Background: an optimization exercise with open tools, aiming at small area, a short achievable clock period and few clock cycles. Do not read the settings as production practice. The RTL was checked by simulation tests, not by an equivalence proof against the original design. Power is estimated from default activity; no workload was simulated.

==> flow/design.v (excerpt) <==
module axi4_burst_slave_mem #(
  parameter int unsigned C_S_AXI_ID_WIDTH   = 1,
  parameter int unsigned C_S_AXI_DATA_WIDTH = 32,
  parameter int unsigned C_S_AXI_ADDR_WIDTH = 32,
  parameter int unsigned C_MEM_ADDR_BITS    = 6
) (
  input  logic                            S_AXI_ACLK,
  input  logic                            S_AXI_ARESETN,
  input  logic [C_S_AXI_ID_WIDTH-1:0]     S_AXI_AWID,
  input  logic [C_S_AXI_ADDR_WIDTH-1:0]   S_AXI_AWADDR,
  input  logic [7:0]                      S_AXI_AWLEN,
  input  logic [2:0]                      S_AXI_AWSIZE,
  input  logic [1:0]                      S_AXI_AWBURST,
  input  logic                            S_AXI_AWVALID,
  output logic                            S_AXI_AWREADY,
  input  logic [C_S_AXI_DATA_WIDTH-1:0]   S_AXI_WDATA,
  input  logic [C_S_AXI_DATA_WIDTH/8-1:0] S_AXI_WSTRB,
  input  logic                            S_AXI_WLAST,
  input  logic                            S_AXI_WVALID,
  ...
Size: roughly 2300 flip-flops, ~200 I/O pins, ~0.084 sq mm of cells after synthesis.
Settings: LEC_CHECK=0, CAP_MARGIN=20, CORE_MARGIN=2, CORE_UTILIZATION=60, CTS_CLUSTER_DIAMETER=60, CTS_CLUSTER_SIZE=30, SETUP_SLACK_MARGIN=2.6, SLEW_MARGIN=20, TNS_END_PERCENT=5; clock period 5.0 ns.
standard.sh (not shown) runs the stock make flow with config.mk's settings and CLKGATE_MAP_FILE= SYNTH_SCRIPT=/design/flow/synth_recipe.tcl, a recipe that flattens the netlist after the stock synthesis.
==> flow/flow/run.sh <==
#!/bin/bash
set -euo pipefail
cd "$(dirname "$0")/.."
bash standard.sh synth > flow_synth.log 2>&1
bash standard.sh \
  "BUFFER_PORTS_ARGS=-buffer_cell sky130_fd_sc_hd__buf_2" \
  "CTS_ARGS=-sink_clustering_enable -repair_clock_nets -sink_clustering_size 30 -sink_clustering_max_diameter 60 -dont_use_dummy_load" \
  finish > flow_layout.log 2>&1
The starting point ran to the end with no violations.
Testbench counts at the start, summed over its fixed seeds: cycles 10,239.
Edit:
--- a/flow/design.v
+++ b/flow/design.v
@@ -199,17 +199,14 @@
   logic [IDX_W-1:0]  a_ptr;
   logic [7:0]        a_len;
   logic [1:0]        a_burst;
   logic              a_err;
   logic              a_wrap;
   logic              g_load, ap_v_n;
-  logic [DEPTH-1:0]  a_sel, g_sel_adv, g_sel_n;
-  logic              s_hold, s_inc, s_w2, s_w4, s_w8, s_w16;
-  logic [DATA_W-1:0] g_rd_lo, g_rd_hi;
-  logic [DATA_W-1:0] r_data_lo, r_data_hi;
-  logic [DATA_W-1:0] r_data_lo_n, r_data_hi_n;
+  logic [DEPTH-1:0]  a_sel, g_sel_adv;
+  logic [DATA_W-1:0] g_rd;
   always_comb begin
     ar_hs    = S_AXI_ARVALID & S_AXI_ARREADY;
     r_hs     = S_AXI_RVALID & S_AXI_RREADY;
     out_free = !S_AXI_RVALID | S_AXI_RREADY;
     r_adv    = g_act & out_free;
     g_free   = !g_act | (out_free & g_last);
@@ -221,66 +218,52 @@
                                         S_AXI_ARBURST);
     a_wrap  = (a_burst == BURST_WRAP);
     g_load  = g_free & (ap_v | ar_hs);
     ap_v_n  = (ap_v & !g_free) | (ar_hs & !(g_free & !ap_v));
     a_sel   = '0;
     a_sel[a_ptr] = 1'b1;
-    s_hold = g_fix | !r_adv;
-    s_inc  = g_inc & r_adv;
-    s_w2   = g_w2 & r_adv;
-    s_w4   = g_w4 & r_adv;
-    s_w8   = g_w8 & r_adv;
-    s_w16  = g_w16 & r_adv;
     for (int i = 0; i < int'(DEPTH); i++) begin
-      g_sel_adv[i] = (s_hold & g_sel[i])
-                   | ((s_inc | (s_w2 & (i % 2 != 0)) | (s_w4 & (i % 4 != 0))
-                       | (s_w8 & (i % 8 != 0)) | (s_w16 & (i % 16 != 0)))
+      g_sel_adv[i] = (g_fix & g_sel[i])
+                   | ((g_inc | (g_w2 & (i % 2 != 0)) | (g_w4 & (i % 4 != 0))
+                       | (g_w8 & (i % 8 != 0)) | (g_w16 & (i % 16 != 0)))
                       & g_sel[(i + int'(DEPTH) - 1) % int'(DEPTH)]);
-      if (i % 2 == 0)  g_sel_adv[i] = g_sel_adv[i] | (s_w2 & g_sel[i + 1]);
-      if (i % 4 == 0)  g_sel_adv[i] = g_sel_adv[i] | (s_w4 & g_sel[i + 3]);
-      if (i % 8 == 0)  g_sel_adv[i] = g_sel_adv[i] | (s_w8 & g_sel[i + 7]);
-      if (i % 16 == 0) g_sel_adv[i] = g_sel_adv[i] | (s_w16 & g_sel[i + 15]);
+      if (i % 2 == 0)  g_sel_adv[i] = g_sel_adv[i] | (g_w2 & g_sel[i + 1]);
+      if (i % 4 == 0)  g_sel_adv[i] = g_sel_adv[i] | (g_w4 & g_sel[i + 3]);
+      if (i % 8 == 0)  g_sel_adv[i] = g_sel_adv[i] | (g_w8 & g_sel[i + 7]);
+      if (i % 16 == 0) g_sel_adv[i] = g_sel_adv[i] | (g_w16 & g_sel[i + 15]);
     end
-    g_sel_n = ({DEPTH{g_load}} & a_sel) | ({DEPTH{!g_load}} & g_sel_adv);
-    g_rd_lo = r_data_lo & {DATA_W{!r_adv}};
-    g_rd_hi = r_data_hi & {DATA_W{!r_adv}};
-    for (int i = 0; i < int'(DEPTH) / 2; i++) begin
-      g_rd_lo = g_rd_lo | (mem[i] & {DATA_W{g_sel[i] & r_adv}});
-      g_rd_hi = g_rd_hi
-              | (mem[i + int'(DEPTH) / 2] & {DATA_W{g_sel[i + int'(DEPTH) / 2] & r_adv}});
-    end
-    r_data_lo_n = g_rd_lo;
-    r_data_hi_n = g_rd_hi;
+    g_rd = '0;
+    for (int i = 0; i < int'(DEPTH); i++) g_rd = g_rd | (mem[i] & {DATA_W{g_sel[i]}});
   end
   always_ff @(posedge S_AXI_ACLK) begin
     if (ar_hs) begin
       ap_id    <= S_AXI_ARID;
       ap_ptr   <= S_AXI_ARADDR[IDX_W+1:2];
       ap_len   <= S_AXI_ARLEN;
       ap_burst <= eff_burst(S_AXI_ARLEN, S_AXI_ARBURST);
       ap_err   <= req_err(S_AXI_ARADDR[1:0], S_AXI_ARLEN, S_AXI_ARSIZE, S_AXI_ARBURST);
     end
-    g_sel     <= g_sel_n;
-    r_data_lo <= r_data_lo_n;
-    r_data_hi <= r_data_hi_n;
     if (g_load) begin
       g_id   <= a_id;
+      g_sel  <= a_sel;
       g_left <= a_len;
       g_last <= (a_len == 8'd0);
       g_err  <= a_err;
       g_fix  <= (a_burst == BURST_FIXED);
       g_inc  <= (a_burst == BURST_INCR);
       g_w2   <= a_wrap & (a_len[3:0] == 4'd1);
       g_w4   <= a_wrap & (a_len[3:0] == 4'd3);
       g_w8   <= a_wrap & (a_len[3:0] == 4'd7);
       g_w16  <= a_wrap & (a_len[3:0] == 4'd15);
     end else if (r_adv) begin
+      g_sel  <= g_sel_adv;
       g_left <= g_left - 8'd1;
       g_last <= (g_left == 8'd1);
     end
     if (r_adv) begin
+      S_AXI_RDATA <= g_rd;
       S_AXI_RID   <= g_id;
       S_AXI_RRESP <= g_err ? RESP_SLVERR : RESP_OKAY;
       S_AXI_RLAST <= g_last;
     end
   end
   always_ff @(posedge S_AXI_ACLK or negedge S_AXI_ARESETN) begin
@@ -294,13 +277,12 @@
       g_act         <= g_load | (g_act & !g_free);
       S_AXI_ARREADY <= !ap_v_n;
       if (r_adv)     S_AXI_RVALID <= 1'b1;
       else if (r_hs) S_AXI_RVALID <= 1'b0;
     end
   end
-  assign S_AXI_RDATA = r_data_lo | r_data_hi;
   logic [15:0] err_p1_c, err_p2_c;
   logic        err_b_c, err_r_c;
   always_comb begin
     err_b_c  = b_hs & S_AXI_BRESP[1];
     err_r_c  = r_hs & S_AXI_RLAST & S_AXI_RRESP[1];
     err_p1_c = (S_AXI_ERR_CNT == 16'hFFFF) ? 16'hFFFF : S_AXI_ERR_CNT + 16'd1;
Outcome: Hold slack got worse by 0.097 ns. Fmax decreases by 0.81%. Synthesized area decreases by 0.98%. Clock skew is higher by 0.013 ns. Core utilization rises by 0.81 points. Total power climbs by 5.5%. Critical path depth does not change. Final cell count falls by 4.5%. Flip-flop and latch count goes down by 32. Design area hardly moves. Sequential power is lower by about 7%. Wire length is higher by 5.6%.
Testbench counts after the change, summed over its fixed seeds: cycles 10,239.

---

the previous run:
Another version of the RTL of axi4_burst_slave_mem (not shown whole).
Size: about 5100 cells after synthesis, about 2300 flip-flops, about 86000 um2 of cells after synthesis.
export LEC_CHECK = 0
export CAP_MARGIN = 20
export CORE_MARGIN = 2
export CORE_UTILIZATION = 60
export CTS_CLUSTER_DIAMETER = 60
export CTS_CLUSTER_SIZE = 30
export SETUP_SLACK_MARGIN = 2.6
export SLEW_MARGIN = 20
export TNS_END_PERCENT = 5
create_clock -name core_clock -period 5.0 [get_ports {S_AXI_ACLK}]
Scripts as last shown in full above: flow/flow/run.sh
Testbench counts of the previous run, summed over its fixed seeds: cycles 10,239.
diff inputs: the previous run => the current run
-- flow/design.v --
<<< the previous run, line 87
  logic [1:0]        w_burst;
  logic              w_err;
  logic              wp_v;
  logic [IDX_W-1:0]  wp_ptr;
  logic [DATA_W-1:0] wp_data;
  logic [STRB_W-1:0] wp_strb;
  logic              bq_v;
  logic [ID_W-1:0]   bq_id;
>>> the current run, line 87
  logic [1:0]        w_burst;
  logic              w_err;
  logic              bq_v;
  logic [ID_W-1:0]   bq_id;
<<< the previous run, line 128
  end
  always_ff @(posedge S_AXI_ACLK) begin
    wp_ptr  <= c_ptr;
    wp_data <= S_AXI_WDATA;
    wp_strb <= S_AXI_WSTRB;
    if (aw_hs || w_hs) begin
      w_id     <= c_id;
>>> the current run, line 124
  end
  always_ff @(posedge S_AXI_ACLK) begin
    if (aw_hs || w_hs) begin
      w_id     <= c_id;
<<< the previous run, line 151
  end
  always_ff @(posedge S_AXI_ACLK) begin
    if (wp_v) begin
      for (int b = 0; b < int'(STRB_W); b++) begin
        if (wp_strb[b]) mem[wp_ptr][8*b +: 8] <= wp_data[8*b +: 8];
      end
    end
>>> the current run, line 144
  end
  always_ff @(posedge S_AXI_ACLK) begin
    if (w_hs && !c_over) begin
      for (int b = 0; b < int'(STRB_W); b++) begin
        if (S_AXI_WSTRB[b]) mem[c_ptr][8*b +: 8] <= S_AXI_WDATA[8*b +: 8];
      end
    end
<<< the previous run, line 160
    if (!S_AXI_ARESETN) begin
      w_act         <= 1'b0;
      wp_v          <= 1'b0;
      bq_v          <= 1'b0;
      bq_id         <= '0;
>>> the current run, line 153
    if (!S_AXI_ARESETN) begin
      w_act         <= 1'b0;
      bq_v          <= 1'b0;
      bq_id         <= '0;
<<< the previous run, line 171
    end else begin
      w_act <= w_act_n;
      wp_v  <= w_hs & !c_over;
      if (!S_AXI_BVALID || b_hs) begin
        if (bq_v) begin
>>> the current run, line 163
    end else begin
      w_act <= w_act_n;
      if (!S_AXI_BVALID || b_hs) begin
        if (bq_v) begin
<<< the previous run, line 212
  logic              a_wrap;
  logic              g_load, ap_v_n;
  logic [DEPTH-1:0]  a_sel, ap_sel, ar_sel, g_sel_adv, g_sel_n;
  logic              s_hold, s_inc, s_w2, s_w4, s_w8, s_w16;
  logic [DATA_W-1:0] g_rd_lo, g_rd_hi;
>>> the current run, line 203
  logic              a_wrap;
  logic              g_load, ap_v_n;
  logic [DEPTH-1:0]  a_sel, g_sel_adv, g_sel_n;
  logic              s_hold, s_inc, s_w2, s_w4, s_w8, s_w16;
  logic [DATA_W-1:0] g_rd_lo, g_rd_hi;
<<< the previous run, line 232
    g_load  = g_free & (ap_v | ar_hs);
    ap_v_n  = (ap_v & !g_free) | (ar_hs & !(g_free & !ap_v));
    ap_sel  = '0;
    ap_sel[ap_ptr] = 1'b1;
    ar_sel  = '0;
    ar_sel[S_AXI_ARADDR[IDX_W+1:2]] = 1'b1;
    a_sel   = ap_v ? ap_sel : ar_sel;
    s_hold = g_fix | !r_adv;
    s_inc  = g_inc & r_adv;
>>> the current run, line 223
    g_load  = g_free & (ap_v | ar_hs);
    ap_v_n  = (ap_v & !g_free) | (ar_hs & !(g_free & !ap_v));
    a_sel   = '0;
    a_sel[a_ptr] = 1'b1;
    s_hold = g_fix | !r_adv;
    s_inc  = g_inc & r_adv;
The current run completed; timing, DRC and antenna clean
The current run vs. the previous run: first-pass GRT wire length moved up; proportion of total power due to net switching rose 1.4 points.
Relative to the previous run, the number of clock sinks measured on the current run has decreased slightly.
The current run has more setup slack than the previous run.
Diff the previous run -> the current run | number of sequential cells in the layout | down slightly
Diff the previous run -> the current run | fmax | increase of about 0.36%
Worst hold-check path type = in2reg: the previous run; worst hold-check path type = in2async: the current run
Testbench counts of the current run, summed over its fixed seeds: cycles 10,239.

-- re-timing with driven ports --
How much do the figures lean on ideal ports? The routed layouts below were timed once more, with nothing changed but the port constraints. Step 1 (the two cells are an assumption about what drives the block):
set clk [get_ports {S_AXI_ACLK}]
set_driving_cell -lib_cell sky130_fd_sc_hd__clkbuf_16 $clk
set_driving_cell -lib_cell sky130_fd_sc_hd__buf_2 [delete_from_list [all_inputs] $clk]
Step 2 also shifts input and output timing later by t, the mid clock arrival at the registers, as if the neighbouring blocks saw the same clock. Slacks: no drivers / after step 1 / after step 2; pairs: no drivers / after step 1.
run	shift t [ns]	slack for setup (ns)	clock arrival spread, ns	slew at the worst register clock pin (ns)	cell pins on the clock port's net
the first run of note 1	0.867	2.286 / 2.285 / 1.466	0.062 / 0.063	0.11 / 0.11	1
the second run of note 1	0.874	2.264 / 2.264 / 1.681	0.064 / 0.064	0.11 / 0.11	1
the previous run	0.872	2.255 / 2.255 / 1.811	0.072 / 0.072	0.11 / 0.11	1
the current run	0.864	2.265 / 2.265 / 1.587	0.064 / 0.064	0.10 / 0.10	1
After both steps every run listed still meets setup and hold. For the first run of note 1, which loses most, drivers alone change the setup slack by -0.001 ns; drivers and shift together by -0.820 ns.
